Context: an optimization exercise on an open-source flow, tuned for small area, a short achievable clock period and few clock cycles per item. The choices shown serve that exercise and are no tape-out recipe. Only simulation tests tie the RTL to the original design; equivalence was not proved. No activity file was given, so power comes from the tool's default toggle rates.

yarrow:
// conv_core
module conv_core
(
	input  logic      clk,
	input  logic      rst,
	input  logic      csr_wr,
	input  logic      csr_rd,
	input  conv_pkg::csr_addr_t csr_addr,
	input  conv_pkg::csr_data_t csr_wdata,
	output logic      csr_rd_vld,
	output conv_pkg::csr_data_t csr_rdata,
	input  logic      dat_vld,
	input  conv_pkg::dat_vec_t  dat,
	input  conv_pkg::dat_vec_t  wt,
	input  logic      last,
	input  conv_pkg::dat_t      res,
	output logic      out_vld,
	output conv_pkg::dat_t      out_dat
);
==> flow/config.mk <==
export PLATFORM = sky130hd
export DESIGN_NAME = conv_core
export DESIGN_NICKNAME = conv_core
export VERILOG_FILES = /design/flow/design.v
export SDC_FILE = /design/flow/constraint.sdc
export NUM_CORES = 4
export LEC_CHECK = 0
export CAP_MARGIN = 20
export CORE_MARGIN = 2
export CORE_UTILIZATION = 40
export SLEW_MARGIN = 20
export SYNTH_HIERARCHICAL = 1
export TNS_END_PERCENT = 10
==> flow/constraint.sdc <==
create_clock -name core_clock -period 11.0 [get_ports {clk}]
set_input_delay 2.2000 -clock core_clock [delete_from_list [all_inputs] [get_ports {clk}]]
set_output_delay 2.2000 -clock core_clock [all_outputs]
set_load 0.01 [all_outputs]
standard.sh (not shown) runs the stock make flow with config.mk's settings and CLKGATE_MAP_FILE= SYNTH_SCRIPT=/design/flow/synth_recipe.tcl, a recipe that flattens the netlist after the stock synthesis.
==> flow/flow/run.sh <==
#!/bin/bash
# The standard layout with three changes to how it is made: small port
# buffers in place of the default delay cells, clock-tree synthesis with
# larger sink clusters and no dummy loads, and timing repair that aims for
# 7.9 ns of setup slack on the 11 ns clock.
set -euo pipefail
bash standard.sh \
	"BUFFER_PORTS_ARGS=-buffer_cell sky130_fd_sc_hd__buf_1" \
	"CTS_ARGS=-sink_clustering_enable -repair_clock_nets -dont_use_dummy_load -sink_clustering_size 30 -sink_clustering_max_diameter 100" \
	SETUP_SLACK_MARGIN=7.9 \
	finish > standard.log 2>&1
yarrow | status: complete | timing, DRC, antenna: pass
Testbench counts of yarrow, summed over its fixed seeds: cycles 16,701, beats 16,661.
What ember does differently from yarrow at the input level:
- TNS_END_PERCENT: 10 -> unset
-- flow/flow/run.sh --
<<< yarrow, line 5
# 7.9 ns of setup slack on the 11 ns clock.
>>> ember, line 5
# 8.0 ns of setup slack on the 11 ns clock.
<<< yarrow, line 10
	SETUP_SLACK_MARGIN=7.9 \
>>> ember, line 10
	SETUP_SLACK_MARGIN=8.0 \
[summary]
Count of multi-input gates: ember vs yarrow identical. Cell with the largest stage delay on the worst path: sky130_fd_sc_hd__dfxtp_2 -> yarrow, sky130_fd_sc_hd__dfxtp_4 -> ember. The total non-filler cell area in the finished layout number comes out lower for yarrow vs ember. Looking at area occupied by multi-input gates, ember sits 5.1% higher than yarrow does. ember: worst-case setup slack after placement is 75 ps higher than what yarrow reported. Between ember and yarrow, the via count figures differ only marginally. Per the comparison of ember with yarrow, number of cell instances on the worst register-to-register path grew by 2; share of total power consumed by net switching held; wire length of the first global-routing pass grew by 1.1%; least setup slack across all paths after layout now smaller; cell area reported after detailed placement held steady. ember has completed all stages; timing, DRC and antenna checks passed. yarrow ran to completion and came out clean on the timing, DRC and antenna checks. Between yarrow and ember, the worst hold slack figures differ only marginally.
### ember -> amber
- TNS_END_PERCENT: unset -> 5
-- flow/flow/run.sh --
<<< ember, line 5
# 8.0 ns of setup slack on the 11 ns clock.
>>> amber, line 5
# 7.8 ns of setup slack on the 11 ns clock.
<<< ember, line 10
	SETUP_SLACK_MARGIN=8.0 \
>>> amber, line 10
	SETUP_SLACK_MARGIN=7.8 \
==> summary.txt <==
amber vs ember: combinational logic power down by a few percent
Share of the cycle needed by the critical path after routing was lower in the run labelled ember.
Sort ember and amber by final cell count, ascending, and amber comes first.
amber has via count below what ember had.
In amber, worst path setup slack after routing is lower than in ember.
For maple, these inputs were changed with respect to amber:
- setting PLACE_DENSITY to 0.8 for the first time
- removing TNS_END_PERCENT (formerly 5)
Results
- The lower final period demand of the worst path came out of amber.
- Between amber and maple, the flow reports highest achievable clock rate decreasing slightly.
- Total power per unit cell area (maple vs. amber) increases slightly
- Changes observed in maple relative to amber: filler cell count in the final layout now sits lower, met1 wire length now sits lower, sequential share of layout area comparable.
- Share of the cycle needed by the critical path after routing was lower in the run labelled amber.
- maple against amber: critical path depth +11; final non-filler cell total was more or less identical; global-route usage shows a reduction of 1.2 points.

conv_core again, from the RTL that the note above started with.
Design conv_core, start of the top module:
module conv_core
(
	input  logic      clk,
	input  logic      rst,
	input  logic      csr_wr,
	input  logic      csr_rd,
	input  conv_pkg::csr_addr_t csr_addr,
	input  conv_pkg::csr_data_t csr_wdata,
	output logic      csr_rd_vld,
	output conv_pkg::csr_data_t csr_rdata,
	input  logic      dat_vld,
	input  conv_pkg::dat_vec_t  dat,
	input  conv_pkg::dat_vec_t  wt,
	input  logic      last,
	input  conv_pkg::dat_t      res,
	output logic      out_vld,
	output conv_pkg::dat_t      out_dat
);
clock: 11.0 ns
lec_check: 0
cap_margin: 20
core_margin: 2
core_utilization: 40
slew_margin: 20
synth_hierarchical: 1
tns_end_percent: 10
==> flow/flow/run.sh <==
#!/bin/bash
# The standard layout with three changes to how it is made: small port
# buffers in place of the default delay cells, clock-tree synthesis with
# larger sink clusters and no dummy loads, and timing repair that aims for
# 7.8 ns of setup slack on the 11 ns clock.
set -euo pipefail
bash standard.sh \
	"BUFFER_PORTS_ARGS=-buffer_cell sky130_fd_sc_hd__buf_1" \
	"CTS_ARGS=-sink_clustering_enable -repair_clock_nets -dont_use_dummy_load -sink_clustering_size 30 -sink_clustering_max_diameter 100" \
	SETUP_SLACK_MARGIN=7.8 \
	finish > standard.log 2>&1
The first run completed with no timing, DRC or antenna violations.
Testbench counts at the start, summed over its fixed seeds: cycles 16,701, beats 16,661.
Rerun with:
CORE_UTILIZATION = 55   (was 40)
TNS_END_PERCENT = default   (was 10)
Effect: Synthesized cell count stays the same; core utilization is higher by 16 points; final cell count decreases by 6.6%; clock skew decreases by 0.010 ns.
Rerun with:
--- a/flow/flow/run.sh
+++ b/flow/flow/run.sh
@@ -8,3 +8,3 @@
 	"BUFFER_PORTS_ARGS=-buffer_cell sky130_fd_sc_hd__buf_1" \
-	"CTS_ARGS=-sink_clustering_enable -repair_clock_nets -dont_use_dummy_load -sink_clustering_size 30 -sink_clustering_max_diameter 100" \
+	"CTS_ARGS=-sink_clustering_enable -repair_clock_nets -dont_use_dummy_load -sink_clustering_size 24 -sink_clustering_max_diameter 80" \
 	SETUP_SLACK_MARGIN=7.8 \
CORE_UTILIZATION = 40   (was 55)
TNS_END_PERCENT = 10   (was default)
After rerunning:
- The changed run finished with timing, DRC and antenna clean
- setup slack got worse by 0.018 ns
- utilization decreases by 16 points
- register-to-register slack is better by 0.02 ns
- combinational power goes down by about 2%
- clock power increases by 23%

separate check: timing with driven ports:
How much do the figures lean on ideal ports? The routed layouts below were timed once more, with nothing changed but the port constraints.
Step 1 (the two cells are an assumption about what drives the block):
set clk [get_ports {clk}]
set_driving_cell -lib_cell sky130_fd_sc_hd__clkbuf_16 $clk
set_driving_cell -lib_cell sky130_fd_sc_hd__buf_2 [delete_from_list [all_inputs] $clk]
Step 2 adds t to the input delays and takes it off the output delays; t is the mean of the earliest and latest rising clock arrival at the registers after step 1. Input paths then give back, and output paths get back, about the clock's delay inside the block.
a / b / c = ideal ports / drivers / drivers and shift; a / b = the first two.
run | t (ns) | setup WS [ns] | worst setup path at the end
yarrow | 0.603 | 7.771 / 7.712 / 7.780 | register to register
ember | 0.607 | 7.765 / 7.703 / 7.801 | register to register
amber | 0.609 | 7.746 / 7.686 / 7.758 | register to register
maple | 0.600 | 7.717 / 7.695 / 7.646 | input to register
the first run of note 2 | 0.610 | 7.745 / 7.685 / 7.793 | input to register
the second run of note 2 | 0.589 | 7.738 / 7.682 / 7.671 | input to register
the third run of note 2 | 0.625 | 7.720 / 7.660 / 7.761 | register to register
After both steps every run listed still meets setup and hold. For maple, which loses most, drivers alone change the setup slack by -0.022 ns; drivers and shift together by -0.071 ns.
